This is an optimization exercise on Yosys and OpenROAD, whose aim is small area, a short achievable clock period and few clock cycles, not a production implementation. RTL that was checked went through simulation tests only; none was proved equivalent to the original. The RTL of run 8 was laid out without a check of its function. In every run shown here, the design's own scripts or RTL, not TritonCTS, make the clock network. The flow treats the clock pin as an ideal source. Dropping or thinning the clock tree relies on that and would not hold on a real chip. Power figures rest on the tool's default switching activity, not on a simulated workload.

$ cat design.v
module phase_synthesizer #(
  parameter int ADDR_WIDTH  = 11,
  parameter int PHASE_WIDTH = 24,
  parameter int MAG_WIDTH   = 16,
  parameter int RATIO_WIDTH = 16,
  parameter int RATIO_FRAC  = 12
) (
  input  logic                   clock,
  input  logic                   reset,
  input  logic [PHASE_WIDTH-1:0] phase,
  input  logic [PHASE_WIDTH-1:0] phase_last,
  input  logic                   phases_valid,
  input  logic [ADDR_WIDTH-1:0]  k_max,
  input  logic [MAG_WIDTH-1:0]   magnitude,
  input  logic [RATIO_WIDTH-1:0] pitch_ratio,
  output logic [47:0]            m_tdata,
  output logic                   m_tvalid,
  input  logic                   m_tready,
  output logic                   m_tlast,
  output logic [15:0]            m_tuser,
  output logic                   busy,
  output logic [7:0]             dropped_count
);
  logic [23:0] ph_q, pl_q;       
  logic [10:0] k_q;              
  logic [15:0] r_q, mag_q;
  logic [23:0] sn_acc_q;         
  logic [14:0] ms_q;             
  logic [15:0] mc_q;             
  logic        bw_q, ac_q;       
  logic [5:0]  cyc_q;            
  logic        x_q, p_q;         
  logic        clr_q, op_q;      
  logic        nphase_q, negd_q, accv_q;
  logic        busy_q, tvalid_q, tlast_q;
  logic        cap_q;            
  logic        hit_a_q, hit_b_q, nph_a_q, nph_b_q, nph_c_q;
  logic [10:0] tu_q;
  logic [7:0]  drop_q;
  logic c_rdy;
  assign c_rdy = cyc_q == 6'd61;
  logic dsum, dbor;
  assign dsum = ph_q[0] ^ ~pl_q[0] ^ bw_q;
  assign dbor = (ph_q[0] & ~pl_q[0]) | (ph_q[0] & bw_q) | (~pl_q[0] & bw_q);
  logic        x_d;
  logic [15:0] sin, cin, fsum, fcar;
  logic        vnz;
  assign x_d = busy_q ? (((cyc_q < 6'd10) & k_q[1]) | (~nphase_q & (cyc_q >= 6'd23) & (cyc_q < 6'd59) & ph_q[1]))
                      : (phases_valid & k_max[0]);
  always_comb begin
    for (int j = 0; j < 16; j++) begin
      sin[j] = (j < 15) ? ms_q[j] : 1'b0;
      cin[j] = mc_q[j];
      if (j < 3 && clr_q) begin
        sin[j] = 1'b0;
        cin[j] = 1'b0;
      end
      {fcar[j], fsum[j]} = {1'b0, sin[j]} + {1'b0, cin[j]} + {1'b0, r_q[j] & x_q};
    end
  end
  assign vnz = |{ms_q[2:0], mc_q[2:0]};
  logic aa, ab, asum, acar;
  assign aa   = accv_q & ~(sn_acc_q[0] ^ negd_q);
  assign ab   = p_q & ~nphase_q;
  assign asum = aa ^ ab ^ ac_q;
  assign acar = (aa & ab) | (aa & ac_q) | (ab & ac_q);
  logic [10:0] tn;
  logic        hitn, phitn, fin, adv, load, negstart, updend;
  assign tn      = tu_q + 11'd1;
  assign hitn    = (~tn[10] & (tn[9:0] == k_q[9:0])) | (tu_q[10] & (tu_q[9:0] == ~k_q[9:0]));
  assign phitn   = hitn & ~tlast_q;
  assign fin     = tvalid_q & m_tready & tlast_q;
  assign adv     = tvalid_q ? (m_tready & ~tlast_q) : (busy_q & (~tlast_q | (cyc_q >= 6'd26)));
  assign load    = adv & ~(phitn & ~c_rdy);
  assign negstart = tvalid_q & m_tready & ~nph_a_q & ~tu_q[10];
  assign updend  = op_q & (cyc_q == 6'd60) & ~nphase_q;
  always_ff @(posedge clock or posedge reset) begin
    if (reset) cap_q <= 1'b1;
    else if (cap_q) cap_q <= ~phases_valid;
    else if (fin) cap_q <= 1'b1;
  end
  always_ff @(posedge clock) begin
    if (cap_q) begin
      ph_q    <= phase;
      pl_q    <= phase_last;
      k_q     <= k_max;
      r_q     <= pitch_ratio;
      mag_q   <= magnitude;
      bw_q    <= 1'b1;
      cyc_q   <= '0;
      nphase_q <= 1'b0;
      tu_q    <= '1;
      tlast_q <= 1'b1;
    end else begin
      ph_q <= {(cyc_q >= 6'd24) ? ph_q[23] : dsum, ph_q[23:1]};
      pl_q <= {1'b0, pl_q[23:1]};
      bw_q <= dbor;
      if (cyc_q <= 6'd23) k_q <= {p_q, k_q[10:1]};
      else begin
        k_q[9:0] <= k_q[9:0] | {10{k_q[10]}};
        if (clr_q) k_q[10] <= k_q[10] | p_q | vnz;
      end
      if (negstart) cyc_q <= 6'd35;
      else if (!c_rdy) cyc_q <= cyc_q + 6'd1;
      if (negstart) nphase_q <= 1'b1;
      if (load) begin
        tu_q    <= tn;
        tlast_q <= &tn;
      end
    end
    p_q   <= fsum[0];
    clr_q <= busy_q & (cyc_q == 6'd23);
    op_q  <= busy_q & (cyc_q >= 6'd36) & (cyc_q <= 6'd59);
    if (op_q) sn_acc_q <= {~asum, sn_acc_q[23:1]};
    ac_q <= op_q ? acar : negd_q;
  end
  always_ff @(posedge clock) begin
    hit_a_q <= (load & hitn) | (~load & tvalid_q & hit_a_q);
    hit_b_q <= (load & hitn) | (~load & ~cap_q & hit_b_q);
    nph_a_q <= (load & ~phitn) | (~load & (~tvalid_q | nph_a_q));
    nph_b_q <= (load & ~phitn) | (~load & (cap_q | nph_b_q));
    nph_c_q <= (load & ~phitn) | (~load & (fin | nph_c_q));
  end
  always_ff @(posedge clock or posedge reset) begin
    if (reset) begin
      ms_q <= '0;
      mc_q <= '0;
    end else begin
      ms_q <= fsum[15:1];
      mc_q <= fcar;
    end
  end
  always_ff @(posedge clock or posedge reset) begin
    if (reset) begin
      busy_q   <= 1'b0;
      x_q      <= 1'b0;
      tvalid_q <= 1'b0;
      drop_q   <= '0;
      accv_q   <= 1'b0;
      negd_q   <= 1'b0;
    end else begin
      if (phases_valid && busy_q && (drop_q != 8'hFF)) drop_q <= drop_q + 8'd1;
      x_q <= x_d;
      if (!busy_q) busy_q <= phases_valid;
      else if (fin) busy_q <= 1'b0;
      if (fin) tvalid_q <= 1'b0;
      else if (adv) tvalid_q <= load;
      if (updend) accv_q <= 1'b1;
      if (negstart) negd_q <= 1'b1;
      else if (updend) negd_q <= 1'b0;
    end
  end
  assign m_tdata       = {8'h00, mag_q[15:8] & {8{hit_b_q}}, mag_q[7:0] & {8{hit_a_q}},
                          ~(sn_acc_q[23:16] | {8{nph_c_q}}), ~(sn_acc_q[15:8] | {8{nph_b_q}}),
                          ~(sn_acc_q[7:0] | {8{nph_a_q}})};
  assign m_tvalid      = tvalid_q;
  assign m_tlast       = tlast_q;
  assign m_tuser       = {5'h00, tu_q};
  assign busy          = busy_q;
  assign dropped_count = drop_q;
endmodule
$ cat flow/run.sh
#!/bin/bash
set -euo pipefail
here=$(pwd)
export BUFFER_PORTS_ARGS="-buffer_cell sky130_fd_sc_hd__buf_1"
export SKIP_REPAIR_TIE_FANOUT=1
export PRE_CTS_TCL="$here/flow/pre_cts.tcl"
bash standard.sh finish > standard_make.log 2>&1
$ cat flow/mycts.tcl
proc my_cts_split {items n} {
  set groups [list $items]
  set dir 0
  while {[llength $groups] < $n} {
    set ng {}
    foreach g $groups {
      set idx [expr {$dir == 0 ? 1 : 2}]
      set s [lsort -integer -index $idx $g]
      set h [expr {[llength $s] / 2}]
      lappend ng [lrange $s 0 [expr {$h - 1}]] [lrange $s $h end]
    }
    set groups $ng
    set dir [expr {1 - $dir}]
  }
  return $groups
}

proc my_cts_buffer {name master in_net items} {
  set block [ord::get_db_block]
  set sx 0; set sy 0
  foreach e $items { incr sx [lindex $e 1]; incr sy [lindex $e 2] }
  set n [llength $items]
  set cx [expr {$sx / $n}]; set cy [expr {$sy / $n}]
  set buf [odb::dbInst_create $block $master $name]
  set net [odb::dbNet_create $block "clknet_$name"]
  $net setSigType CLOCK
  [$buf findITerm A] connect $in_net
  [$buf findITerm X] connect $net
  $buf setLocation $cx $cy
  $buf setPlacementStatus PLACED
  return [list $buf $net $cx $cy]
}

proc my_cts_build {ntop nsub topname leafname} {
  set db [ord::get_db]
  set block [ord::get_db_block]
  set clk_net [$block findNet clock]
  set sinks {}
  foreach it [$clk_net getITerms] {
    set bb [[$it getInst] getBBox]
    lappend sinks [list $it [expr {([$bb xMin] + [$bb xMax]) / 2}] [expr {([$bb yMin] + [$bb yMax]) / 2}]]
  }
  set t 0
  foreach g [my_cts_split $sinks $ntop] {
    if {$nsub <= 1} {
      lassign [my_cts_buffer "clkbuf_${t}_clock" [$db findMaster $topname] $clk_net $g] buf net
      foreach e $g { set it [lindex $e 0]; $it disconnect; $it connect $net }
    } else {
      lassign [my_cts_buffer "clkbuf_${t}_clock" [$db findMaster $topname] $clk_net $g] buf tnet
      set l 0
      foreach sg [my_cts_split $g $nsub] {
        lassign [my_cts_buffer "clkbuf_${t}_${l}_clock" [$db findMaster $leafname] $tnet $sg] lbuf lnet
        foreach e $sg { set it [lindex $e 0]; $it disconnect; $it connect $lnet }
        incr l
      }
    }
    incr t
  }
  puts "my_cts: [llength $sinks] sinks, $ntop x $nsub buffers"
}
$ cat flow/pre_cts.tcl
# Replaces TritonCTS for this design: a two-level tree (the clock port drives four clkbuf_8,
# each drives two clkbuf_16, each drives about 24 flip-flops of its region of the placement).
# The rest of ORFS's cts.tcl (legalisation, timing repair) runs as usual afterwards.
source [file join [file dirname [info script]] mycts.tcl]
rename clock_tree_synthesis orfs_clock_tree_synthesis
proc clock_tree_synthesis {args} {
  my_cts_build 4 2 sky130_fd_sc_hd__clkbuf_8 sky130_fd_sc_hd__clkbuf_16
}
$ cat standard.sh
#!/bin/bash
# synth_recipe.tcl (not shown) runs the flow's synth.tcl, then flattens the netlist and writes it again
# the make line also repeats each setting of config.mk as NAME=value (left out here)
make -C /OpenROAD-flow-scripts/flow DESIGN_CONFIG=/design/flow/config.mk WORK_HOME=/design/flow/orfs CLKGATE_MAP_FILE= SYNTH_SCRIPT=/design/flow/synth_recipe.tcl "${@:-finish}"
$ cat config.mk
export PLATFORM = sky130hd
export DESIGN_NAME = phase_synthesizer
export DESIGN_NICKNAME = phase_synthesizer
export VERILOG_FILES = /design/flow/design.v
export SDC_FILE = /design/flow/constraint.sdc
export NUM_CORES = 4
export LEC_CHECK = 0
export CAP_MARGIN = 20
export CORE_MARGIN = 2
export CORE_UTILIZATION = 50
export SETUP_SLACK_MARGIN = 4.6
export SLEW_MARGIN = 20
export TNS_END_PERCENT = 0
$ cat constraint.sdc
create_clock -name core_clock -period 7.0 [get_ports {clock}]
set_input_delay 1.4000 -clock core_clock [delete_from_list [all_inputs] [get_ports {clock}]]
set_output_delay 1.4000 -clock core_clock [all_outputs]
set_load 0.01 [all_outputs]
==> notes.md, run 1 <==
Synth cell types=57; slowest stage cell, crit path=dfrtp_1; Pwr per Cell Area=427 mW/mm²; run status=timing/DRC/antenna clean; initial drt markers=311; total global-route track usage=17.7%; Starting Density=51.1%; DR pass1 iterations=4; final worst path period need=~2.5 ns; YS warnings=1; Die Footprint=0.0166 mm²; die extent in y=129 µm; Critical Path End Type=primary output; synthesized area=0.00777 mm²; # diodes=0; number of hold violations in the final report=0; Max Cap Viol=0; cts hold-fix bufs=0; TNS Setup=0 ns; synthesized netlist cell count=641; HP Class=flop to flop; Area Growth Syn to Fin=13.0%; Period Utilization, post-route=35.1%; vias per cell=around 5.3; number of nets in the layout=892; sequential share of the synthesized area=59.1%; CP Buf/Inv Count=1; DR vias=between 5000 and 6000; Fin Hold WS=around 0.46 ns; first-pass GRT wire length=24.1 mm; Antenna Nets Post-Route=0; GRT overflow=0; CP Launch Type=flop; fmax=407 MHz; Post-synth EDFFs=58; Post-DP HPWL=10.2 mm; share of cells above drive strength 1=13.7%; core footprint=~0.015 mm²; Die Wd=129 µm; WS Path Type=flop to primary output; Synth async-reset ratio=a little under a quarter; worst path arrival time=1.05 ns; post-layout util=57.7%; Filler Cell Count=1319; Data required, critical path=between 5 and 6 ns; I/O pin cnt=170; global placement routability congestion=0.931; multi-input logic area=between 0.002 and 0.003 mm²; final wirelength=14.6 mm; Clk Latency, worst-skew pair=0.30 ns; initial antenna violation count=0; FP Rows=45; clock skew=a little under 0.02 ns; leakage=between 0.003 and 0.004 µW; worst slew pin tran=0.982 ns; DR DRC count=0; CP Max Fanout=9; vias in the first global route=5052; Seq. cell area=approximately 0.0046 mm²; fin. max-slew vios=0; Avg WL per Cell=15.2 µm; peak supply drop=0.279 mV; Clock transition at path regs=0.09 ns; RSZ-0062 raised after global routing=true; Synth Register Bits=189; largest net degree at the start of global routing=91; crit-path leading delay family=flip-flops; Slew headroom=34.5%; Port Buffers=156; crit path cell chain=buf_1; Final Setup Violations=0; ys flop type=dfxtp_1; Avg Cell Area, Syn=12.1 µm²; Largest stage delay, worst path=around 0.56 ns; syn nets=760
-- registers in the layout, summed over array words and instances, names as in the netlist, 15 cells and up --
name      cells
mag_q        16
mc_q         16
ms_q         15
ph_q         24
pl_q         24
r_q          16
sn_acc_q     24
-- where the power goes --
part	switching (µW)	internal [µW]
registers	348	1580
logic	645	613
clock network	300	258
-- through the flow --
stage               cell area, µm²  setup WS, ns  total power (µW)  instances
global placement              8330          4.20              3090        938
global route                  8780          4.46              4040        959
CTS                           8720          4.41              3670        958
finish                        8780          4.55              3740        959
floorplan                     7790          4.55              2820        641
detailed placement            8330          4.13              3150        938
-- cells in the final DEF (no fill, tap or decap), types with 17 or more instances in the layout --
cell type  synthesis  final
nor2_1            34     34
dfrtp_1           44     44
dfxtp_1           86     72
and2_1            34     34
edfxtp_1          58     58
nand3_1           24     23
fa_1              17     17
mux2_2            48     48
nand2_1           35     33
or3_1             17     17
o21ai_0           28     28
buf_1              0    155
-- final cells by class --
type,instances,area share [%]
buffer,12,2.91
inverter,17,0.770
multi-input combinational,388,33.2
sequential,189,52.6
tap,188,2.68
timing repair buffer,165,7.81
-- final timing paths --
path / start / to / slack, ns / depth (start not counted)
setup reg to reg: tu_q[7] / tu_q[6] / 4.60 / 8
hold / removal: pl_q[8] / pl_q[7] / 0.46 / 1
max in group asynchronous: reset / ms_q[8] / 5.49 / 3
hold reg to reg: pl_q[8] / pl_q[7] / 0.46 / 1
min in group asynchronous: reset / drop_q[4] / 1.06 / 2
setup / recovery: tvalid_q / m_tvalid / 4.55 / 1
-- metal layers --
metal	vias up	share of wire, %	GRT usage, %
li1	2474	-	-
met2	136	49	30.6
met3	29	5.1	2.12
met4	0	2.5	4.22
met1	2456	43	24.0
met5	-	0	0
-- synthesized netlist by cell type, types with 12 or more instances --
| master | instances | area (µm²) |
|---|---|---|
| buf_4 | 18 | 135 |
| xor2_1 | 12 | 105 |
| and2_1 | 34 | 213 |
| o21ai_0 | 28 | 140 |
| fa_1 | 17 | 340 |
| xnor2_1 | 16 | 140 |
| dfxtp_1 | 86 | 1720 |
| clkbuf_1 | 20 | 75.1 |
| or3_1 | 17 | 106 |
| a21oi_1 | 16 | 80.1 |
| inv_1 | 17 | 63.8 |
| mux2_2 | 48 | 541 |
| edfxtp_1 | 58 | 1740 |
| nor2_1 | 34 | 128 |
| dfrtp_1 | 44 | 1100 |
| nand3_1 | 24 | 120 |
| nand2_1 | 35 | 131 |
-- kinds of logic after synthesis --
logic type | synth area share [%]
other cells | 0.0483
compound gates | 6.01
fa+ha+maj | 5.51
mux | 7.21
buf+inv | 4.41
flops | 59.1
simple gates | 14.6
xor+xnor | 3.16
-- repair_timing --
item,4_1_cts,5_1_grt
buffers inserted,7,0
pin swaps,4,0
resized for setup,14,16
setup endpoints to repair,31,69
gates cloned,1,0
Testbench counts, summed over its fixed seeds: cycles 50,150.
==> inputs of run 2 (changes only) <==
--- a/config.mk
+++ b/config.mk
@@ -8,6 +8,6 @@
 export CAP_MARGIN = 20
 export CORE_MARGIN = 2
 export CORE_UTILIZATION = 50
-export SETUP_SLACK_MARGIN = 4.6
+export SETUP_SLACK_MARGIN = 4.9
 export SLEW_MARGIN = 20
 export TNS_END_PERCENT = 0
==> run 2 against run 1 <==
  * Combinational power barely moved
  * Still clean
  * Sequential share of layout area down 0.32 points
  * Register-to-register slack better by 0.03 ns
  * Wire length is 1.1% higher
  * Critical path type unchanged
  * Synthesized cell count unchanged
  * Worst hold slack about the same
  * First-iteration DRC count decreased by 4.5%
  * Sequential power barely moved
  * Largest cell class unchanged
  * Final cell count increased by 0.63%
  * Clock power about the same
==> notes.md, run 2 <==
Synth async-reset ratio=between 20% and 30%; Post-synth EDFFs=58; cts hold-fix bufs=0; fin. max-slew vios=0; CP Buf/Inv Count=1; Filler Cell Count=1316; GRT overflow=0; run status=timing/DRC/antenna clean; largest net degree at the start of global routing=91; Place WS=4.13 ns; top sig layer=met4; Period Utilization, post-route=34.3%; multi-input logic area=0.00293 mm²; # diodes=0; Die Footprint=0.0166 mm²; post-layout util=58.2%; Seq. cell area=0.00463 mm²; DR pass1 iterations=4; peak supply drop=0.279 mV; synthesized area=0.00777 mm²; die extent in y=around 130 µm; WL met3=about 640 µm; I/O pin cnt=170; synth cell count leaders=dfxtp_1, edfxtp_1, mux2_2; Pwr per Cell Area=427 mW/mm²; final worst slack=4.60 ns; Data required, critical path=5.60 ns; final wirelength=14.8 mm; WS Path Type=flop to primary output; Synth area leaders=edfxtp_1, dfxtp_1, dfrtp_1; Largest stage delay, worst path=0.40 ns; most common cell after layout, fill and taps aside=buf_1; number of nets in the layout=898; synthesized netlist cell count=641; Critical Path End Type=primary output; Synth Register Bits=189; slowest stage cell, crit path=edfxtp_1; WL met2=between 7 and 8 mm; global placement routability congestion=0.931; fmax=417 MHz; core footprint=0.0152 mm²; DR vias=5105; Antenna Nets Post-Route=0; top flop regs=ph_q (24), pl_q (24), sn_acc_q (24); Clock transition at path regs=0.09 ns; area share of the largest cell type after synthesis=about 22%; clock skew=0.0168 ns; crit-path leading delay family=flip-flops; most frequent cell after synthesis=dfxtp_1; syn nets=760; DR DRC count=0; vias per cell=between 5 and 6; HP Class=flop to flop; worst slew pin tran=between 0.9 and 1 ns; Synth area leader=edfxtp_1; Avg Cell Area, Syn=12.1 µm²; number of hold violations in the final report=0; RSZ-0062 raised after global routing=true; CP Launch Type=flop; YS warnings=1; Max Cap Viol=0; total global-route track usage=17.7%; Avg WL per Cell=15.3 µm; Synth cell types=between 50 and 60; FP Rows=45; worst path arrival time=1.00 ns; Slew headroom=34.7%; crit path cell chain=nor2_1 -> buf_1; final worst path period need=2.40 ns; Post-DP HPWL=roughly 10 mm; most frequent cells in the layout=buf_1, dfxtp_1, edfxtp_1; Port Buffers=156; Fin Hold WS=0.457 ns; vias in the first global route=5052; Die Wd=129 µm; leakage=0.00337 µW; Final Setup Violations=0; ys flop type=dfxtp_1; initial drt markers=297; placed insts=938; first-pass GRT wire length=roughly 24 mm; initial antenna violation count=0; share of cells above drive strength 1=between 15 and 20%; Clk Latency, worst-skew pair=0.30 ns; wire length on met1=between 6 and 7 mm; CP Max Fanout=2; TNS Setup=0 ns; sequential share of the synthesized area=about three fifths; Area Growth Syn to Fin=14.0%; final std cells w/o fill=965; Starting Density=just over 50%
run 2: cell counts after synthesis:
No cell type changed its count.
run 2: worst paths after layout:
kind | start | end | slack (ns) | depth (start not counted)
worst min-delay path | pl_q[8] | pl_q[7] | 0.46 | 1
worst max-delay path | sn_acc_q[22] | m_tdata[22] | 4.60 | 2
min in group asynchronous | reset | drop_q[4] | 1.05 | 2
max in group asynchronous | reset | ms_q[8] | 5.49 | 3
worst min register to register | pl_q[8] | pl_q[7] | 0.46 | 1
worst max register to register | tu_q[2] | tu_q[6] | 4.63 | 8
run 2: metrics by stage:
step | power, µW | cell area, µm²
after floorplan | 2820 | 7790
after global placement | 3090 | 8330
after detailed placement | 3150 | 8330
after CTS | 3670 | 8720
after global routing | 4080 | 8850
final | 3780 | 8850
run 2: worst register-to-register path, stage by stage, from the launching register on:
cell and delay (ns):
dfxtp_2 0.49, nand3_4 0.16, o21ai_1 0.18, a211oi_1 0.09, or3_1 0.42, and4_4 0.23, buf_12 0.14, o31a_1 0.26
or3_1 0.29
run 2: kinds of logic after synthesis:
kind of cell | count (synthesis) | share of synthesized area [%]
AND/OR/NAND/NOR | 205 | 14.6
flip-flops | 189 | 59.1
AO/OA/AOI/OAI | 79 | 6.01
buffers and inverters | 65 | 4.41
multiplexers | 50 | 7.21
XOR/XNOR | 28 | 3.16
adder cells (fa/ha/maj) | 24 | 5.51
other | 1 | 0.0483
run 2: what timing repair did:
action | in CTS | in global routing
pin swaps | 4 | 1
cloned | 1 | 0
setup endpoints to repair | 170 | 165
resized for setup | 14 | 31
buffers inserted | 7 | 6
run 2: layer usage:
metal / track usage (%) / vias up
met5: 0 / -
met4: 4.22 / 0
met3: 2.12 / 25
met2: 30.6 / 122
met1: 24.0 / 2471
li1: - / 2487
run 2: layout make-up:
cell class,count,share of cell area (%)
Buffer,12,2.88
Multi-Input combinational cell,388,33.1
Sequential cell,189,52.3
Inverter,17,0.763
Timing Repair Buffer,171,8.31
Tap cell,188,2.66
run 2: power breakdown:
group,internal [µW],switching [µW]
Sequential,1580,344
Clock,258,301
Combinational,633,661
Total,2470,1300
==> inputs of run 3 (changes only) <==
--- a/config.mk
+++ b/config.mk
@@ -8,6 +8,6 @@
 export CAP_MARGIN = 20
 export CORE_MARGIN = 2
 export CORE_UTILIZATION = 50
-export SETUP_SLACK_MARGIN = 4.9
+export SETUP_SLACK_MARGIN = 5.0
 export SLEW_MARGIN = 20
 export TNS_END_PERCENT = 0
==> run 3 against run 2 <==
  * Register-to-register slack hardly changed
  * Maximum frequency unchanged
  * Sequential share of layout area unchanged
  * Global-route usage unchanged
  * Final cell count unchanged
  * Clock power about the same
==> notes.md, run 3 <==
run status=timing/DRC/antenna clean; Data required, critical path=5.60 ns; most common cell after layout, fill and taps aside=buf_1; Period Utilization, post-route=34.3%; share of cells above drive strength 1=15.7%; TNS Setup=0 ns; vias in the first global route=~5000; Filler Cell Count=1316; Avg WL per Cell=15.3 µm; global route hottest layer=met2; synthesized netlist cell count=641; Hold Path Origin=pl_q[8]; Largest stage delay, worst path=around 0.4 ns; Pwr per Cell Area=427 mW/mm²; grt met2 use=30.6%; Reg-to-Reg End=tu_q[6]; RSZ-0062 raised after global routing=true; area share of the largest cell type after synthesis=22.4%; total global-route track usage=17.7%; worst setup path startpoint=sn_acc_q[22]; DR vias=5105; Post-synth EDFFs=58; synth cell count leaders=dfxtp_1, edfxtp_1, mux2_2; Synth area leaders=edfxtp_1, dfxtp_1, dfrtp_1; Antenna Nets Post-Route=0; Seq. cell area=0.00463 mm²; Synth async-reset ratio=23.8%; Die Footprint=between 0.015 and 0.02 mm²; FP Rows=45; Crit. path cell count=2; slowest stage cell, crit path=edfxtp_1; most frequent cells in the layout=buf_1, dfxtp_1, edfxtp_1; most frequent cell after synthesis=dfxtp_1; peak supply drop=0.279 mV; largest net degree at the start of global routing=about 90; crit path cell chain=nor2_1 -> buf_1; Synth cell types=57; fmax=417 MHz; DR DRC count=0; top flop regs=ph_q (24), pl_q (24), sn_acc_q (24); worst slew pin tran=0.979 ns; final worst path period need=between 2 and 2.5 ns; Synth Register Bits=between 150 and 200; # diodes=0; Starting Density=51.1%; final wirelength=around 15 mm; placed insts=938; Die Wd=129 µm; CP Capture Point=m_tdata[22]; final std cells w/o fill=965; die extent in y=129 µm; Reg2Reg Depth=8; leakage=0.00337 µW; Clock transition at path regs=about 0.09 ns; Critical Path End Type=primary output; CP Launch Type=flop; Final Setup Violations=0; clock skew=0.0168 ns; cts hold-fix bufs=0; Slew headroom=34.7%; global placement routability congestion=between 0.9 and 1; I/O pin cnt=170; met3 Usage GRT=2.12%; synthesized area=around 0.008 mm²; Area Growth Syn to Fin=14.0%; CP Max Fanout=2; HP Class=flop to flop; vias per cell=5.29; multi-input logic area=approximately 0.0029 mm²; YS warnings=1; first-pass GRT wire length=24.1 mm; DR pass1 iterations=4; crit-path leading delay family=flip-flops; number of hold violations in the final report=0; sequential share of the synthesized area=59.1%; CP Buf/Inv Count=1; Clk Latency, worst-skew pair=0.30 ns; number of nets in the layout=898; Max Cap Viol=0; ys flop type=dfxtp_1; Reg2Reg Setup Slack=4.63 ns; Synth area leader=edfxtp_1; initial drt markers=297; initial antenna violation count=0; GRT overflow=0; Post-DP HPWL=~10 mm; met1 Usage GRT=roughly a quarter; core footprint=~0.015 mm²; fin. max-slew vios=0; syn nets=760; reg-to-reg startpoint=tu_q[2]; Avg Cell Area, Syn=roughly 12 µm²; WS Path Type=flop to primary output; Port Buffers=around 160; worst path arrival time=1.00 ns
[run 3: cell counts in the layout (fill, tap and decap cells not counted)]
Identical to the previous run, type by type.
[run 3: how the worst min path moves through the flow]
stage	endpoint	slack, ns	depth (start not counted)
floorplan	sn_acc_q[0]	0.43	0
global placement	sn_acc_q[22]	0.43	0
detailed placement	sn_acc_q[13]	0.44	0
CTS	sn_acc_q[22]	0.44	0
global route	pl_q[7]	0.46	1
finish	pl_q[7]	0.46	1
[run 3: report_power, final]
group	total (µW)	internal (µW)	leakage, µW	switching [µW]
clock network	559	258	0.000127	301
registers	1930	1580	0.00182	344
logic	1290	633	0.00143	661
[run 3: cell type report]
class	instances	area share [%]
Timing Repair Buffer	171	8.31
Sequential cell	189	52.3
Tap cell	188	2.66
Buffer	12	2.88
Multi-Input combinational cell	388	33.1
Inverter	17	0.763
[run 3: logic make-up (layout without fill, tap and decap cells)]
family	Yosys count	in the layout	share of synthesized area, %
AO/OA/AOI/OAI	79	79	6.01
other	1	1	0.0483
AND/OR/NAND/NOR	205	206	14.6
XOR/XNOR	28	28	3.16
flip-flops	189	189	59.1
adder cells (fa/ha/maj)	24	24	5.51
buffers and inverters	65	200	4.41
multiplexers	50	50	7.21
[run 3: metrics by stage]
step,setup WS [ns],total power (µW),cell area (µm²),hold slack (ns),utilization [%]
global placement,4.20,3090,8330,0.434,54.8
CTS,4.41,3670,8720,0.443,57.4
detailed placement,4.13,3150,8330,0.435,54.8
floorplan,4.55,2820,7790,0.427,-
global route,4.53,4080,8850,0.463,58.2
finish,4.60,3780,8850,0.457,58.2
[run 3: timing repair]
item | in CTS | in global routing
resized for setup | 14 | 31
buffers inserted | 7 | 6
gates cloned | 1 | 0
pin swaps | 4 | 1
setup endpoints to repair | 208 | 170
[run 3: per-layer routing]
metal,routed length [µm],vias up,part of all wire [%]
li1,-,2487,-
met1,6520,2471,44
met2,7310,122,49
met3,640,25,4.3
met4,317,0,2.1
met5,0,-,0
==> inputs of run 4 (changes only) <==
--- a/config.mk
+++ b/config.mk
@@ -8,6 +8,6 @@
 export CAP_MARGIN = 20
 export CORE_MARGIN = 2
 export CORE_UTILIZATION = 50
-export SETUP_SLACK_MARGIN = 5.0
+export SETUP_SLACK_MARGIN = 4.75
 export SLEW_MARGIN = 20
-export TNS_END_PERCENT = 0
+export TNS_END_PERCENT = 20
==> run 4 against run 3 <==
  * Clock skew up 0.011 ns
  * Clock power about the same
  * Critical endpoint is now m_tdata[33]
  * Flip-flop and latch count unchanged
  * First-iteration DRC count down 14%
  * Wire length up 1.3%
  * Largest power group unchanged
==> notes.md, run 4 <==
FP Rows=45; CP Launch Type=flop; ys flop type=dfxtp_1; syn nets=760; initial drt markers=254; top flop regs=ph_q (24), pl_q (24), sn_acc_q (24); Sw Ratio=34.7%; peak supply drop=0.222 mV; HP Class=flop to flop; Pwr per Cell Area=425 mW/mm²; first-pass GRT wire length=23.9 mm; Crit. path cell count=2; Avg Cell Area, Syn=12.1 µm²; worst slew pin tran=0.835 ns; Starting Density=51.1%; share of cells above drive strength 1=between 10% and 20%; CP Buf/Inv Count=1; worst path arrival time=1.03 ns; post-layout power=around 3800 µW; WS Path Type=flop to primary output; Die Footprint=0.0166 mm²; CP Max Fanout=9; Post-synth EDFFs=between 50 and 60; WL met3=731 µm; Avg WL per Cell=15.4 µm; Synth Register Bits=189; NetSw=1330 µW; TNS Setup=0 ns; clock skew=0.0280 ns; Reg-to-Reg End=tu_q[6]; most frequent cell after synthesis=dfxtp_1; crit path cell chain=and2_1 -> buf_1; Reg2Reg Depth=8; # diodes=0; final wirelength=between 10 and 15 mm; Synth async-reset ratio=approximately a quarter; leakage=0.00345 µW; sequential share of power=between 50% and 60%; number of hold violations in the final report=0; Post-DP HPWL=10.1 mm; WL met2=between 7 and 8 mm; worst setup path startpoint=hit_b_q; number of nets in the layout=906; I/O pin cnt=170; slowest stage cell, crit path=dfxtp_4; final worst path period need=2.43 ns; total global-route track usage=17.3%; synthesized netlist cell count=roughly 640; Largest stage delay, worst path=~0.42 ns; Clock transition at path regs=approximately 0.10 ns; RSZ-0062 raised after global routing=true; die extent in y=roughly 130 µm; Clk pwr share=14.7%; area share of the largest cell type after synthesis=22.4%; YS warnings=1; GRT overflow=0; sequential share of the synthesized area=59.1%; Final Setup Violations=0; most common cell after layout, fill and taps aside=buf_1; fmax=approximately 400 MHz; Internal Pwr Total=roughly 2500 µW; fin. max-slew vios=0; most frequent cells in the layout=buf_1, dfxtp_1, edfxtp_1; Synth area leaders=edfxtp_1, dfxtp_1, dfrtp_1; Period Utilization, post-route=34.8%; cts hold-fix bufs=0; global placement routability congestion=0.903; Data required, critical path=between 5 and 6 ns; Antenna Nets Post-Route=0; Clk Latency, worst-skew pair=0.31 ns; core footprint=0.0152 mm²; wire length on met1=about 6.7 mm; Area Growth Syn to Fin=16.0%; CP Capture Point=m_tdata[33]; Port Buffers=156; vias per cell=5.29; Synth cell types=57; Reg2Reg Setup Slack=4.64 ns; Die Wd=between 100 and 150 µm; reg-to-reg startpoint=tu_q[1]; vias in the first global route=5041; initial antenna violation count=0; largest net degree at the start of global routing=79; DR DRC count=0; Critical Path End Type=primary output; DR pass1 iterations=4; power share of the combinational group=34.7%; Synth area leader=edfxtp_1; Max Cap Viol=0; top sig layer=met4; run status=timing/DRC/antenna clean; Slew headroom=44.4%; crit-path leading delay family=flip-flops; DR vias=5145; synth cell count leaders=dfxtp_1, edfxtp_1, mux2_2; synthesized area=0.00777 mm²
-- run 4: cell counts after synthesis --
No cell type changed its count.
-- run 4: area by class of cell --
class	instances	area (µm²)
buffer	12	255
tap	188	235
sequential	189	4630
fill	1313	6190
multi-input combinational	389	3010
timing repair buffer	178	810
inverter	17	67.6
-- run 4: stage by stage --
step | instance area [µm²] | util, % | std cells | hold slack, ns | worst slack, ns
global route | 9010 | 59.3 | 973 | 0.470 | 4.52
detailed placement | 8370 | 55.1 | 938 | 0.435 | 4.12
finish | 9010 | 59.3 | 973 | 0.447 | 4.57
global placement | 8370 | 55.1 | 938 | 0.435 | 4.16
CTS | 8710 | 57.3 | 956 | 0.438 | 4.44
floorplan | 7820 | - | 641 | 0.427 | 4.61
-- run 4: how the worst min path moves through the flow --
stage                            start           end  slack [ns]  depth (start not counted)
after floorplan            sn_acc_q[1]   sn_acc_q[0]        0.43                          0
after global routing           ph_q[6]       ph_q[5]        0.47                          1
after global placement    sn_acc_q[23]  sn_acc_q[22]        0.43                          0
final                          ph_q[2]       ph_q[1]        0.45                          1
after CTS                  sn_acc_q[3]   sn_acc_q[2]        0.44                          0
after detailed placement  sn_acc_q[14]  sn_acc_q[13]        0.44                          0
-- run 4: cells by family after synthesis --
logic type | Yosys count | synth area share, %
simple gates | 205 | 14.6
compound gates | 79 | 6.01
mux | 50 | 7.21
buf+inv | 65 | 4.41
other cells | 1 | 0.0483
flops | 189 | 59.1
xor+xnor | 28 | 3.16
fa+ha+maj | 24 | 5.51
-- run 4: per-layer routing --
layer	vias to the layer above	track usage (%)
met5	-	0
met3	21	2.16
met2	138	30.0
li1	2501	-
met1	2485	23.7
met4	0	3.45
-- run 4: power groups by stage --
stage          Clock (µW)  Sequential [µW]  Combinational [µW]
2_1_floorplan           0             1800                1030
3_3_place_gp            0             1940                1160
5_1_grt               622             2000                1500
3_5_place_dp            0             1960                1200
4_1_cts               448             1960                1240
6_report              562             1940                1330
-- run 4: timing repair --
item,4_1_cts,5_1_grt
hold endpoints to repair,0,0
endpoints found under the setup margin,35,132
pin swaps,6,12
buffers inserted,5,15
gates resized for setup,11,59
gates cloned,1,1
==> inputs of run 5 (changes only) <==
--- a/config.mk
+++ b/config.mk
@@ -7,7 +7,7 @@
 export LEC_CHECK = 0
 export CAP_MARGIN = 20
 export CORE_MARGIN = 2
-export CORE_UTILIZATION = 50
+export CORE_UTILIZATION = 40
 export SETUP_SLACK_MARGIN = 4.75
 export SLEW_MARGIN = 20
-export TNS_END_PERCENT = 20
+export TNS_END_PERCENT = 0
==> run 5 against run 4 <==
  * Still clean
  * First-iteration DRC count is 13% higher
  * Sequential share of layout area is 0.54 points higher
  * Setup slack better by 0.013 ns
  * Global-route usage is 2.1 points lower
  * Wire length is 6.1% higher
  * Largest power group unchanged
==> notes.md, run 5 <==
reg-to-reg startpoint=tu_q[7]; Data required, critical path=5.60 ns; die extent in y=between 100 and 150 µm; Final Setup Violations=0; Place WS=4.15 ns; GRT overflow=0; first-pass GRT wire length=25.9 mm; DR DRC count=0; run status=timing/DRC/antenna clean; area share of the largest cell type after synthesis=22.4%; synthesized area=0.00777 mm²; area fraction in compound gates after synthesis=6.01%; Final Cell Area=0.00891 mm²; ys flop type=dfxtp_1; total global-route track usage=15.2%; Seq. cell area=0.00463 mm²; # diodes=0; initial antenna violation count=0; area share of fa/ha/maj cells after synthesis=about 5.5%; final worst slack=4.58 ns; DP Area=0.00842 mm²; top flop regs=ph_q (24), pl_q (24), sn_acc_q (24); Avg WL per Cell=15.4 µm; multi-input logic area=0.00291 mm²; I/O pin cnt=170; Max Cap Viol=0; WHS Path Cells=0; cts hold-fix bufs=0; DR pass1 iterations=4; vias per cell=approximately 5; fin. max-slew vios=0; RSZ-0062 raised after global routing=true; Clock transition at path regs=around 0.10 ns; worst slew pin tran=0.785 ns; Synth area leaders=edfxtp_1, dfxtp_1, dfrtp_1; synth cell count leaders=dfxtp_1, edfxtp_1, mux2_2; hold path endpoint=sn_acc_q[18]; global placement routability congestion=0.899; Clk Latency, worst-skew pair=0.30 ns; Die Footprint=0.0206 mm²; Synth cell types=57; xor/xnor share of the synthesized area=3.16%; Reg-to-Reg End=tu_q[4]; most common cell after layout, fill and taps aside=buf_1; final wirelength=15.9 mm; largest family of logic cells by synthesized area=simple AND/OR/NAND/NOR gates; largest net degree at the start of global routing=77; Post-synth EDFFs=58; most frequent cells in the layout=buf_1, dfxtp_1, edfxtp_1; peak supply drop=approximately 0.24 mV; TNS Setup=0 ns; CP Launch Type=flop; Synth Register Bits=189; worst path arrival time=1.02 ns; DR vias=5191; Reg2Reg Depth=7; post-layout power=3780 µW; most frequent cell after synthesis=dfxtp_1; initial drt markers=286; FP Rows=50; Synth async-reset ratio=23.8%; number of hold violations in the final report=0; core footprint=around 0.019 mm²; WS Path Type=flop to primary output; Critical Path End Type=primary output; Period Utilization, post-route=34.6%; Pwr per Cell Area=424 mW/mm²; vias in the first global route=5220; Slew headroom=47.6%; clock skew=between 0.015 and 0.02 ns; Avg Cell Area, Syn=12.1 µm²; Antenna Nets Post-Route=0; CP Max Fanout=9; final std cells w/o fill=about 1000; number of nets in the layout=897; Area Growth Syn to Fin=14.7%; syn nets=760; sequential share of the synthesized area=between 50% and 60%; Post-DP HPWL=11.0 mm; Die Wd=approximately 140 µm; simple logic cell fraction of the synthesized area=14.6%; mux cell area share after synthesis=roughly 7.2%; Hold Path Origin=sn_acc_q[19]; final worst path period need=2.42 ns; fmax=413 MHz; placed insts=slightly above 1000; synthesized netlist cell count=641; Starting Density=41.1%; share of cells above drive strength 1=between 15 and 20%; YS warnings=1; Reg2Reg Setup Slack=around 4.6 ns; Synth area leader=edfxtp_1; leakage=0.00335 µW; HP Class=flop to flop; Port Buffers=156; Filler Cell Count=1764
run 5: kinds of logic after synthesis:
family	after synthesis
compound gates	79
xor+xnor	28
fa+ha+maj	24
buf+inv	65
flops	189
mux	50
other cells	1
simple gates	205
run 5: routing by layer:
layer,up-vias,global-route usage (%),routed length (µm)
li1,2491,-,-
met5,-,0,0
met4,0,2.94,295
met3,24,1.77,835
met1,2511,20.0,6840
met2,165,27.2,7940
run 5: worst max-delay path, cell delays in order, from the launching register on:
cell and delay [ns]:
dfxtp_4 0.42, and2_1 0.14, buf_1 0.16
run 5: where the power goes:
part	internal, µW	switching [µW]	total (µW)	leakage, µW
clock	259	305	564	0.000127
sequential	1580	367	1950	0.00182
combinational	621	642	1260	0.00141
total	2460	1310	3780	0.00335
run 5: metrics by stage:
| step | util (%) | hold slack, ns |
|---|---|---|
| after floorplan | - | 0.427 |
| after CTS | 46.5 | 0.433 |
| final | 47.2 | 0.458 |
| after detailed placement | 44.6 | 0.437 |
| after global placement | 44.6 | 0.434 |
| after global routing | 47.2 | 0.475 |
run 5: how the worst max path moves through the flow:
stage / endpoint / cells after the start / slack, ns / from
finish: m_tdata[36] / 2 / 4.58 / hit_b_q
floorplan: tu_q[6] / 10 / 4.55 / tu_q[0]
CTS: tu_q[10] / 7 / 4.45 / m_tready
detailed placement: tu_q[6] / 6 / 4.15 / m_tready
global placement: tu_q[6] / 6 / 4.18 / m_tready
global route: m_tdata[39] / 2 / 4.52 / hit_b_q
run 5: layout make-up:
| cell class | count | area share, % |
|---|---|---|
| Tap cell | 260 | 3.65 |
| Timing Repair Buffer | 170 | 8.10 |
| Multi-Input combinational cell | 388 | 32.7 |
| Inverter | 17 | 0.758 |
| Sequential cell | 189 | 52.0 |
| Buffer | 12 | 2.86 |
run 5: repair_timing:
action / in CTS / in global routing
setup endpoints to repair: 42 / 132
pin swaps: 6 / 1
hold endpoints to repair: 0 / 0
buffers inserted: 6 / 6
cloned: 1 / 0
resized for setup: 14 / 26
==> inputs of run 6 (changes only) <==
--- a/config.mk
+++ b/config.mk
@@ -7,7 +7,7 @@
 export LEC_CHECK = 0
 export CAP_MARGIN = 20
 export CORE_MARGIN = 2
-export CORE_UTILIZATION = 40
+export CORE_UTILIZATION = 60
 export SETUP_SLACK_MARGIN = 4.75
 export SLEW_MARGIN = 20
 export TNS_END_PERCENT = 0
==> run 6 against run 5 <==
  * Critical path type unchanged
  * Maximum frequency fell by 0.40%
  * Sequential share of layout area rose by 0.61 points
  * Synthesized cell count did not move
  * Sequential power barely moved
  * Area after synthesis did not move
  * Still clean on timing, DRC and antenna
  * Critical path depth did not move
  * Critical endpoint is now m_tdata[33]
==> notes.md, run 6 <==
Critical Path End Type=primary output; most frequent cells in the layout=buf_1, dfxtp_1, edfxtp_1; first-pass GRT wire length=24.8 mm; share of cells above drive strength 1=15.8%; run status=timing/DRC/antenna clean; DP Area=~0.0083 mm²; CP Launch Type=flop; crit-path leading delay family=flip-flops; Die Wd=118 µm; FP Rows=slightly above 40; die extent in y=118 µm; synth cell count leaders=dfxtp_1, edfxtp_1, mux2_2; Final Setup Violations=0; Clk Latency, worst-skew pair=0.30 ns; worst slew pin tran=roughly 0.74 ns; fmax=around 410 MHz; Clock transition at path regs=0.09 ns; synthesized area=0.00777 mm²; leakage=0.00337 µW; initial antenna violation count=0; area share of the largest cell type after synthesis=22.4%; worst path arrival time=1.03 ns; DR pass1 iterations=4; TNS Setup=0 ns; initial drt markers=between 300 and 400; total global-route track usage=21.2%; Filler Cell Count=979; Synth area leaders=edfxtp_1, dfxtp_1, dfrtp_1; global placement routability congestion=approximately 0.86; Synth area leader=edfxtp_1; Slew headroom=51.0%; top flop regs=ph_q (24), pl_q (24), sn_acc_q (24); Port Buffers=around 160; final wirelength=about 15 mm; ys flop type=dfxtp_1; Area Growth Syn to Fin=13.4%; Synth Register Bits=189; Max Cap Viol=0; Fin Hold WS=0.455 ns; CP Buf/Inv Count=1; WS Path Type=flop to primary output; Post-synth EDFFs=58; Pwr per Cell Area=428 mW/mm²; RSZ-0062 raised after global routing=true; HP Class=flop to flop; DR vias=about 5000; clock skew=0.0164 ns; DR DRC count=0; Die Footprint=0.0139 mm²; Data required, critical path=between 5 and 6 ns; number of nets in the layout=895; YS warnings=1; Avg WL per Cell=roughly 16 µm; syn nets=760; I/O pin cnt=170; post-layout util=69.8%; fin. max-slew vios=0; largest net degree at the start of global routing=73; Final Cell Area=0.00881 mm²; vias per cell=5.44; Synth cell types=between 50 and 60; most common cell after layout, fill and taps aside=buf_1; Avg Cell Area, Syn=12.1 µm²; final worst path period need=2.43 ns; Antenna Nets Post-Route=0; Synth async-reset ratio=23.8%; Post-DP HPWL=10.4 mm; most frequent cell after synthesis=dfxtp_1; number of hold violations in the final report=0; slowest stage cell, crit path=dfxtp_4; CP Max Fanout=9; sequential share of the synthesized area=59.1%; crit path cell chain=and2_1 -> buf_1; GRT overflow=0; core footprint=between 0.01 and 0.015 mm²; synthesized netlist cell count=641; peak supply drop=0.285 mV; vias in the first global route=5167; # diodes=0; Largest stage delay, worst path=0.42 ns; Starting Density=61.6%; Period Utilization, post-route=a little over a third
==> run 6: cell count changes in the layout (fill, tap and decap cells not counted), sizes merged <==
cell / before / now
buf: 167 / 159
clkbuf: 15 / 21
==> run 6: final cells by class <==
class	count	area (µm²)	area share, %
multi-input cells	388	2920	33.1
inverters	17	67.6	0.767
flip-flops and latches	189	4630	52.6
well taps	172	215	2.44
repair buffers	168	723	8.21
plain buffers	12	255	2.90
==> run 6: per-layer routing <==
layer,GRT usage (%),vias up,wire [µm]
li1,-,2477,-
met1,29.0,2475,6430
met2,36.2,170,7110
met3,3.49,22,908
met4,3.99,0,320
met5,0,-,0
==> run 6: worst paths after layout <==
kind                              start           end  slack, ns  cells after the start
max                             hit_b_q   m_tdata[33]       4.57                      2
min                        sn_acc_q[23]  sn_acc_q[22]       0.45                      0
max reg2reg                     tu_q[0]       tu_q[6]       4.62                      9
min reg2reg                sn_acc_q[23]  sn_acc_q[22]       0.45                      0
max in group asynchronous         reset      mc_q[14]       5.49                      3
min in group asynchronous         reset        busy_q       1.05                      2
==> run 6: timing repair <==
action                                  4_1_cts  5_1_grt
hold buffers                                  0        0
buffers inserted                              6        4
cloned                                        1        0
gates resized for setup                      14       34
endpoints found under the setup margin       42      131
pin swaps                                     4        1
==> run 6: worst register-to-register path, cell delays in order, from the launching register on <==
cell and delay (ns):
dfxtp_4 0.40, buf_4 0.13, nand3_4 0.11, o21ai_1 0.17
a211oi_1 0.09, or3_1 0.43, and4_4 0.25, buf_4 0.14
o31a_1 0.26, or3_1 0.29
==> run 6: kinds of logic (layout without fill, tap and decap cells) <==
kind of cell               Yosys count  count (layout)  share of synthesized area [%]
AOI/OAI and AO/OA                   79              79                           6.01
xor gates and xnor gates            28              28                           3.16
adders and majority gates           24              24                           5.51
buffers and inverters               65             197                           4.41
DFF                                189             189                           59.1
muxes                               50              50                           7.21
other                                1               1                         0.0483
and+or+nand+nor                    205             206                           14.6
==> run 6: power by group <==
group          internal [µW]  switching (µW)  leakage [µW]
Sequential              1580             361       0.00182
Combinational            630             638       0.00142
Clock                    258             296      0.000127
Total                   2470            1300       0.00337
==> run 6: through the flow <==
stage	total power, µW	setup slack (ns)	std cells
after floorplan	2820	4.55	641
after global placement	3080	4.21	922
after detailed placement	3160	4.14	922
after CTS	3670	4.43	941
after global routing	4050	4.53	946
final	3770	4.57	946
==> inputs of run 7 (changes only) <==
==> flow/run.sh (replaced) <==
#!/bin/bash
set -euo pipefail
here=$(pwd)
export BUFFER_PORTS_ARGS="-buffer_cell sky130_fd_sc_hd__buf_1"
export SKIP_REPAIR_TIE_FANOUT=1
export PRE_CTS_TCL="$here/flow/pre_cts.tcl"
bash standard.sh MATCH_CELL_FOOTPRINT=0 finish > standard_make.log 2>&1
--- a/config.mk
+++ b/config.mk
@@ -7,7 +7,7 @@
 export LEC_CHECK = 0
 export CAP_MARGIN = 20
 export CORE_MARGIN = 2
-export CORE_UTILIZATION = 60
+export CORE_UTILIZATION = 50
 export SETUP_SLACK_MARGIN = 4.75
 export SLEW_MARGIN = 20
 export TNS_END_PERCENT = 0
==> run 7 against run 6 <==
  * Final cell count up 2.0%
  * First-iteration DRC count fell by 25%
  * Die area rose by 19%
  * Worst hold slack gained 0.0023 ns
  * Critical endpoint is now m_tdata[22]
  * Flip-flop and latch count unchanged
  * Clock skew grew 0.00066 ns
  * Design area is 0.53% higher
  * Still clean on timing, DRC and antenna
  * Register-to-register slack barely moved
  * Clock power up 0.9%
==> notes.md, run 7 <==
WHS Path Cells=1; initial antenna violation count=0; vias per cell=5.30; Die Footprint=0.0166 mm²; TNS Setup=0 ns; initial drt markers=262; Synth Register Bits=189; number of nets in the layout=898; simple logic cell fraction of the synthesized area=14.6%; FP Rows=45; Avg WL per Cell=roughly 15 µm; CP Launch Type=flop; most frequent cell after synthesis=dfxtp_1; Hold Path Origin=pl_q[8]; GRT overflow=0; CP Max Fanout=2; RSZ-0062 raised after global routing=true; share of cells above drive strength 1=roughly 16%; most frequent cells in the layout=buf_1, dfxtp_1, edfxtp_1; synthesized netlist cell count=641; reg-to-reg startpoint=tu_q[2]; Critical Path End Type=primary output; I/O pin cnt=170; Area Growth Syn to Fin=14.0%; YS warnings=1; largest family of logic cells by synthesized area=simple AND/OR/NAND/NOR gates; final worst path period need=2.40 ns; post-layout power=3780 µW; Synth async-reset ratio=roughly a quarter; core footprint=approximately 0.015 mm²; CP Buf/Inv Count=1; crit-path leading delay family=flip-flops; ys flop type=dfxtp_1; Clk Latency, worst-skew pair=0.30 ns; Die Wd=129 µm; Final Setup Violations=0; DR vias=between 5000 and 6000; synthesized area=0.00777 mm²; Period Utilization, post-route=34.3%; global placement routability congestion=0.931; area share of fa/ha/maj cells after synthesis=under 10%; clock skew=roughly 0.017 ns; mux cell area share after synthesis=under 10%; DR DRC count=0; total global-route track usage=17.7%; Synth area leader=edfxtp_1; crit path cell chain=nor2_1 -> buf_1; Pwr per Cell Area=about 430 mW/mm²; Synth area leaders=edfxtp_1, dfxtp_1, dfrtp_1; Fin Hold WS=about 0.46 ns; peak supply drop=0.279 mV; final wirelength=14.8 mm; Largest stage delay, worst path=0.40 ns; synth cell count leaders=dfxtp_1, edfxtp_1, mux2_2; syn nets=760; hold path endpoint=pl_q[7]; top flop regs=ph_q (24), pl_q (24), sn_acc_q (24); fmax=roughly 420 MHz; Avg Cell Area, Syn=roughly 12 µm²; most common cell after layout, fill and taps aside=buf_1; worst path arrival time=1.00 ns; cts hold-fix bufs=0; area fraction in compound gates after synthesis=6.01%; sequential share of the synthesized area=59.1%; slowest stage cell, crit path=edfxtp_1; Reg2Reg Depth=8; Clock transition at path regs=0.09 ns; Max Cap Viol=0; area share of the largest cell type after synthesis=22.4%; Synth cell types=57; # diodes=0; Starting Density=51.1%; vias in the first global route=5052; Post-DP HPWL=10.2 mm; Reg2Reg Setup Slack=~4.6 ns; number of hold violations in the final report=0; Reg-to-Reg End=tu_q[6]; Post-synth EDFFs=58; WS Path Type=flop to primary output; Place WS=4.13 ns; Antenna Nets Post-Route=0; die extent in y=129 µm; fin. max-slew vios=0; first-pass GRT wire length=~24 mm; HP Class=flop to flop; DR pass1 iterations=4; run status=timing/DRC/antenna clean; xor/xnor share of the synthesized area=3.16%; largest net degree at the start of global routing=91; Slew headroom=34.7%; final worst slack=roughly 4.6 ns; Data required, critical path=5.60 ns; Port Buffers=156; worst slew pin tran=0.980 ns; leakage=0.00337 µW
==> run 7: changes by cell type in the layout (fill, tap and decap cells not counted), moves of 2 or more <==
cell	delta
a31oi_2	+2
clkbuf_2	-5
buf_4	+4
buf_1	+5
==> run 7: cells by family (layout without fill, tap and decap cells) <==
logic type,Yosys count,count (layout)
xor+xnor,28,28
mux,50,50
other cells,1,1
fa+ha+maj,24,24
compound gates,79,79
flops,189,189
simple gates,205,206
buf+inv,65,200
==> run 7: cell type report <==
type	count	area, µm²
fill	1316	6350
sequential	189	4630
multi-input combinational	388	2930
timing repair buffer	171	736
buffer	12	255
tap	188	235
inverter	17	67.6
==> run 7: layer usage <==
| metal | up-vias | share of wire (%) | GRT usage, % | wire (µm) |
|---|---|---|---|---|
| met4 | 0 | 2.4 | 4.22 | 348 |
| met5 | - | 0 | 0 | 0 |
| met2 | 131 | 49 | 30.6 | 7280 |
| li1 | 2486 | - | - | - |
| met3 | 28 | 4.3 | 2.12 | 639 |
| met1 | 2469 | 44 | 24.0 | 6510 |
==> run 7: worst register-to-register path, stage by stage, from the launching register on <==
cell	delay, ns
dfxtp_2	0.49
nand3_4	0.16
o21ai_1	0.18
a211oi_1	0.09
or3_1	0.42
and4_4	0.23
buf_12	0.14
o31a_1	0.26
or3_1	0.29
==> run 7: how the worst max path moves through the flow <==
stage	start	end	cells after the start
finish	sn_acc_q[22]	m_tdata[22]	2
detailed placement	m_tready	tu_q[6]	6
global route	tu_q[2]	tlast_q	7
floorplan	tu_q[0]	tu_q[6]	10
CTS	m_tready	tu_q[10]	7
global placement	m_tready	tu_q[6]	6
==> run 7: where the power goes <==
group | internal, µW | total (µW) | switching [µW] | leakage [µW]
Combinational | 633 | 1290 | 661 | 0.00143
Sequential | 1580 | 1930 | 343 | 0.00182
Clock | 258 | 559 | 301 | 0.000127
Total | 2470 | 3780 | 1300 | 0.00337
==> run 7: timing repair <==
item	4_1_cts	5_1_grt
setup buffers	7	6
resized for setup	15	31
hold endpoints to repair	0	0
cloned	1	0
pin swaps	4	1
endpoints found under the setup margin	34	131
==> run 7: through the flow <==
stage	area [µm²]	instances	utilization, %
2_1_floorplan	7790	641	-
3_3_place_gp	8330	938	54.8
3_5_place_dp	8330	938	54.8
4_1_cts	8720	958	57.4
5_1_grt	8850	965	58.2
6_report	8850	965	58.2
==> inputs of run 8 (changes only) <==
--- a/design.v
+++ b/design.v
@@ -58,7 +58,9 @@
       {fcar[j], fsum[j]} = {1'b0, sin[j]} + {1'b0, cin[j]} + {1'b0, r_q[j] & x_q};
     end
   end
-  assign vnz = |{ms_q[2:0], mc_q[2:0]};
+  logic sat;
+  assign vnz = |{fsum[3:1], fcar[2:0]};
+  assign sat = p_q | fsum[0] | vnz;
   logic aa, ab, asum, acar;
   assign aa   = accv_q & ~(sn_acc_q[0] ^ negd_q);
   assign ab   = p_q & ~nphase_q;
@@ -70,7 +72,7 @@
   assign hitn    = (~tn[10] & (tn[9:0] == k_q[9:0])) | (tu_q[10] & (tu_q[9:0] == ~k_q[9:0]));
   assign phitn   = hitn & ~tlast_q;
   assign fin     = tvalid_q & m_tready & tlast_q;
-  assign adv     = tvalid_q ? (m_tready & ~tlast_q) : (busy_q & (~tlast_q | (cyc_q >= 6'd26)));
+  assign adv     = tvalid_q ? (m_tready & ~tlast_q) : (busy_q & (~tlast_q | (cyc_q >= 6'd24)));
   assign load    = adv & ~(phitn & ~c_rdy);
   assign negstart = tvalid_q & m_tready & ~nph_a_q & ~tu_q[10];
   assign updend  = op_q & (cyc_q == 6'd60) & ~nphase_q;
@@ -95,11 +97,8 @@
       ph_q <= {(cyc_q >= 6'd24) ? ph_q[23] : dsum, ph_q[23:1]};
       pl_q <= {1'b0, pl_q[23:1]};
       bw_q <= dbor;
-      if (cyc_q <= 6'd23) k_q <= {p_q, k_q[10:1]};
-      else begin
-        k_q[9:0] <= k_q[9:0] | {10{k_q[10]}};
-        if (clr_q) k_q[10] <= k_q[10] | p_q | vnz;
-      end
+      if (cyc_q <= 6'd22) k_q <= {p_q, k_q[10:1]};
+      else if (cyc_q == 6'd23) k_q <= {1'b0, k_q[10:1] | {10{sat}}};
       if (negstart) cyc_q <= 6'd35;
       else if (!c_rdy) cyc_q <= cyc_q + 6'd1;
       if (negstart) nphase_q <= 1'b1;
==> flow/run.sh (replaced) <==
#!/bin/bash
set -euo pipefail
here=$(pwd)
export BUFFER_PORTS_ARGS="-buffer_cell sky130_fd_sc_hd__buf_1"
export SKIP_REPAIR_TIE_FANOUT=1
export PRE_CTS_TCL="$here/flow/pre_cts.tcl"
bash standard.sh finish > standard_make.log 2>&1
==> run 8 against run 7 <==
  * Via count down 1.7%
  * Largest cell class unchanged
  * Area after synthesis down 0.27%
  * Highest routed layer unchanged
  * Flip-flop and latch count unchanged
  * Wire length down 0.84%
  * Still clean on timing, DRC and antenna
==> notes.md, run 8 <==
run status=timing/DRC/antenna clean; fin. max-slew vios=0; TNS Setup=0 ns; Place WS=between 3 and 4 ns; Final Setup Violations=0; GRT overflow=0; synth cell count leaders=dfxtp_1, edfxtp_1, mux2_2, nor2_1, dfrtp_1; most common cell after layout, fill and taps aside=buf_1; worst slew pin tran=0.989 ns; Period Utilization, post-route=37.4%; CP Launch Type=flop; reg-to-reg startpoint=tu_q[1]; Reg2Reg Depth=9; die extent in y=128 µm; leakage=0.00361 µW; area share of fa/ha/maj cells after synthesis=5.52%; DR DRC count=0; hold path endpoint=ph_q[3]; DR vias=5029; core footprint=0.0151 mm²; FP Rows=45; # diodes=0; syn nets=~740; Antenna Nets Post-Route=0; WS Path Type=flop to flop; post-layout util=58.8%; top flop regs=ph_q (24), pl_q (24), sn_acc_q (24); vias in the first global route=4991; power share of the combinational group=between 10% and 20%; Seq. cell area=0.00471 mm²; Die Footprint=0.0165 mm²; final worst path period need=around 2.6 ns; synthesized netlist cell count=625; NetSw=522 µW; Final Cell Area=a little under 0.009 mm²; first-pass GRT wire length=24.0 mm; number of hold violations in the final report=0; area share of the largest cell type after synthesis=26.4%; final worst slack=4.38 ns; Internal Pwr Total=1580 µW; Post-synth EDFFs=68; initial drt markers=~370; Pwr per Cell Area=236 mW/mm²; number of nets in the layout=892; largest family of logic cells by synthesized area=simple AND/OR/NAND/NOR gates; Filler Cell Count=around 1300; WHS Path Cells=1; synthesized area=0.00775 mm²; Synth async-reset ratio=a little under a quarter; global placement routability congestion=0.845; Reg-to-Reg End=tu_q[8]; Sw Ratio=24.8%; initial antenna violation count=0; Slew headroom=between 30% and 40%; DP Area=0.00835 mm²; sequential share of the synthesized area=about 60%; RSZ-0062 raised after global routing=true; multi-input logic area=0.00285 mm²; largest net degree at the start of global routing=78; Synth Register Bits=189; area fraction in compound gates after synthesis=5.86%; Avg Cell Area, Syn=12.4 µm²; DR pass1 iterations=4; Clk pwr share=26.6%; cts hold-fix bufs=0; CP Max Fanout=6; fmax=~380 MHz; Critical Path End Type=flop; most frequent cell after synthesis=dfxtp_1; YS warnings=1; Clock transition at path regs=0.10 ns; mux cell area share after synthesis=6.96%; Starting Density=51.2%; total global-route track usage=17.4%; Data required, critical path=between 7 and 8 ns; Max Cap Viol=0; share of cells above drive strength 1=between 10 and 15%; Die Wd=128 µm; Port Buffers=156; Clk Latency, worst-skew pair=0.30 ns; Area Growth Syn to Fin=14.9%; clock skew=about 0.015 ns; Synth area leader=edfxtp_1; xor/xnor share of the synthesized area=under 10%; sequential share of power=59.6%; final wirelength=14.7 mm; HP Class=flop to flop; peak supply drop=0.198 mV; simple logic cell fraction of the synthesized area=13.1%; Hold Path Origin=ph_q[4]; Synth area leaders=edfxtp_1, dfxtp_1, dfrtp_1; ys flop type=dfxtp_1; vias per cell=between 5 and 6; Avg WL per Cell=approximately 15 µm; most frequent cells in the layout=buf_1, edfxtp_1, dfxtp_1; Reg2Reg Setup Slack=4.38 ns; worst path arrival time=2.80 ns; Synth cell types=56; I/O pin cnt=170; Post-DP HPWL=between 9 and 10 mm
## run 8: cell types whose count changed in the layout (fill, tap and decap cells not counted), sizes merged, moves of 6 or more
cell	before	now
o21ai	36	17
a21oi	16	31
or3	17	3
nor2	35	47
dfxtp	86	76
edfxtp	58	68
inv	16	25
nand2	37	28
a31oi	8	1
buf	167	174
nand3	25	18
or3b	1	8
or4	7	1
xor2	12	18
## run 8: cells by family after synthesis
group	Yosys count
other cells	1
xor+xnor	31
simple gates	193
compound gates	71
buf+inv	68
flops	189
fa+ha+maj	24
mux	48
## run 8: cell type report
type	count	area share, %
Timing Repair Buffer	174	8.44
Inverter	25	1.05
Multi-Input combinational cell	371	32.0
Sequential cell	189	53.0
Tap cell	188	2.64
Buffer	12	2.87
## run 8: metrics by stage
step	hold slack (ns)	instances	power [µW]
5_1_grt	0.462	959	2200
2_1_floorplan	0.427	625	1430
3_5_place_dp	0.435	927	1500
4_1_cts	0.442	950	1970
3_3_place_gp	0.436	927	1500
6_report	0.452	959	2100
## run 8: worst max-delay path: stages (launching register included)
cell	delay (ns)
dfxtp_4	0.40
ha_4	0.18
nand3_4	0.11
or3_4	0.35
and3_4	0.18
o32ai_4	0.52
buf_6	0.18
o31ai_4	0.10
o21ai_1	0.14
or3b_1	0.34
## run 8: worst max-delay path by stage
stage	startpoint	to	slack, ns	cells past startpoint
4_1_cts	m_tready	tu_q[7]	4.18	8
6_report	tu_q[1]	tu_q[8]	4.38	9
2_1_floorplan	m_tready	tu_q[7]	4.44	6
5_1_grt	tu_q[1]	tu_q[8]	4.28	9
3_5_place_dp	tu_q[0]	tu_q[3]	3.96	8
3_3_place_gp	tu_q[0]	tu_q[10]	4.08	8
## run 8: routing by layer
metal	share of wire [%]	wire length (µm)	global-route usage, %
met4	1.3	196	1.79
met1	46	6680	25.0
met5	0	0	0
met2	46	6760	28.6
met3	7.0	1020	3.66
## run 8: timing repair
item | in CTS | in global routing
setup endpoints to repair | 145 | 150
buffers inserted | 8 | 9
gates resized for setup | 8 | 23
cloned | 3 | 0
pin swaps | 4 | 9
## run 8: power groups by stage
stage | Sequential, µW | Clock [µW] | Combinational (µW)
3_3_place_gp | 1260 | 0 | 233
3_5_place_dp | 1270 | 0 | 239
6_report | 1250 | 558 | 290
2_1_floorplan | 1250 | 0 | 179
4_1_cts | 1270 | 447 | 252
5_1_grt | 1260 | 620 | 323

## separate check: timing with driven ports
No port has a modelled driver above. Below, the same layouts with a new extraction and two added sets of constraints. Step 1 (the two cells are an assumption about what drives the block):
set clk [get_ports {clock}]
set_driving_cell -lib_cell sky130_fd_sc_hd__clkbuf_16 $clk
set_driving_cell -lib_cell sky130_fd_sc_hd__buf_2 [delete_from_list [all_inputs] $clk]
Step 2 moves the port delays by t, midway between the first and last clock arrival at a register: inputs arrive t later, outputs are due t later. That takes back most of the time a late clock gives input paths. Slacks: ideal / step 1 / step 2; pairs: ideal / step 1.
run | shift t [ns] | setup WS [ns] | hold WS [ns] | worst setup path after step 2 | worst data-port slew with drivers (ns)
run 1 | 0.363 | 4.546 / 4.474 / 4.367 | 0.457 / 0.457 / 0.457 | input to register | 0.05
run 2 | 0.362 | 4.601 / 4.529 / 4.374 | 0.457 / 0.457 / 0.457 | input to register | 0.05
run 3 | 0.362 | 4.601 / 4.529 / 4.374 | 0.457 / 0.457 / 0.457 | input to register | 0.05
run 4 | 0.367 | 4.565 / 4.494 / 4.351 | 0.447 / 0.447 / 0.447 | input to register | 0.08
run 5 | 0.367 | 4.578 / 4.504 / 4.400 | 0.458 / 0.458 / 0.458 | input to register | 0.06
run 6 | 0.355 | 4.569 / 4.501 / 4.389 | 0.455 / 0.455 / 0.455 | input to register | 0.05
run 7 | 0.363 | 4.601 / 4.529 / 4.372 | 0.457 / 0.457 / 0.457 | input to register | 0.05
run 8 | 0.361 | 4.383 / 4.379 / 4.147 | 0.452 / 0.452 / 0.452 | input to register | 0.05
After both steps every run listed still meets setup and hold. The setup slack of run 8, which loses most, moves by -0.004 ns with the drivers and by -0.236 ns with both steps.
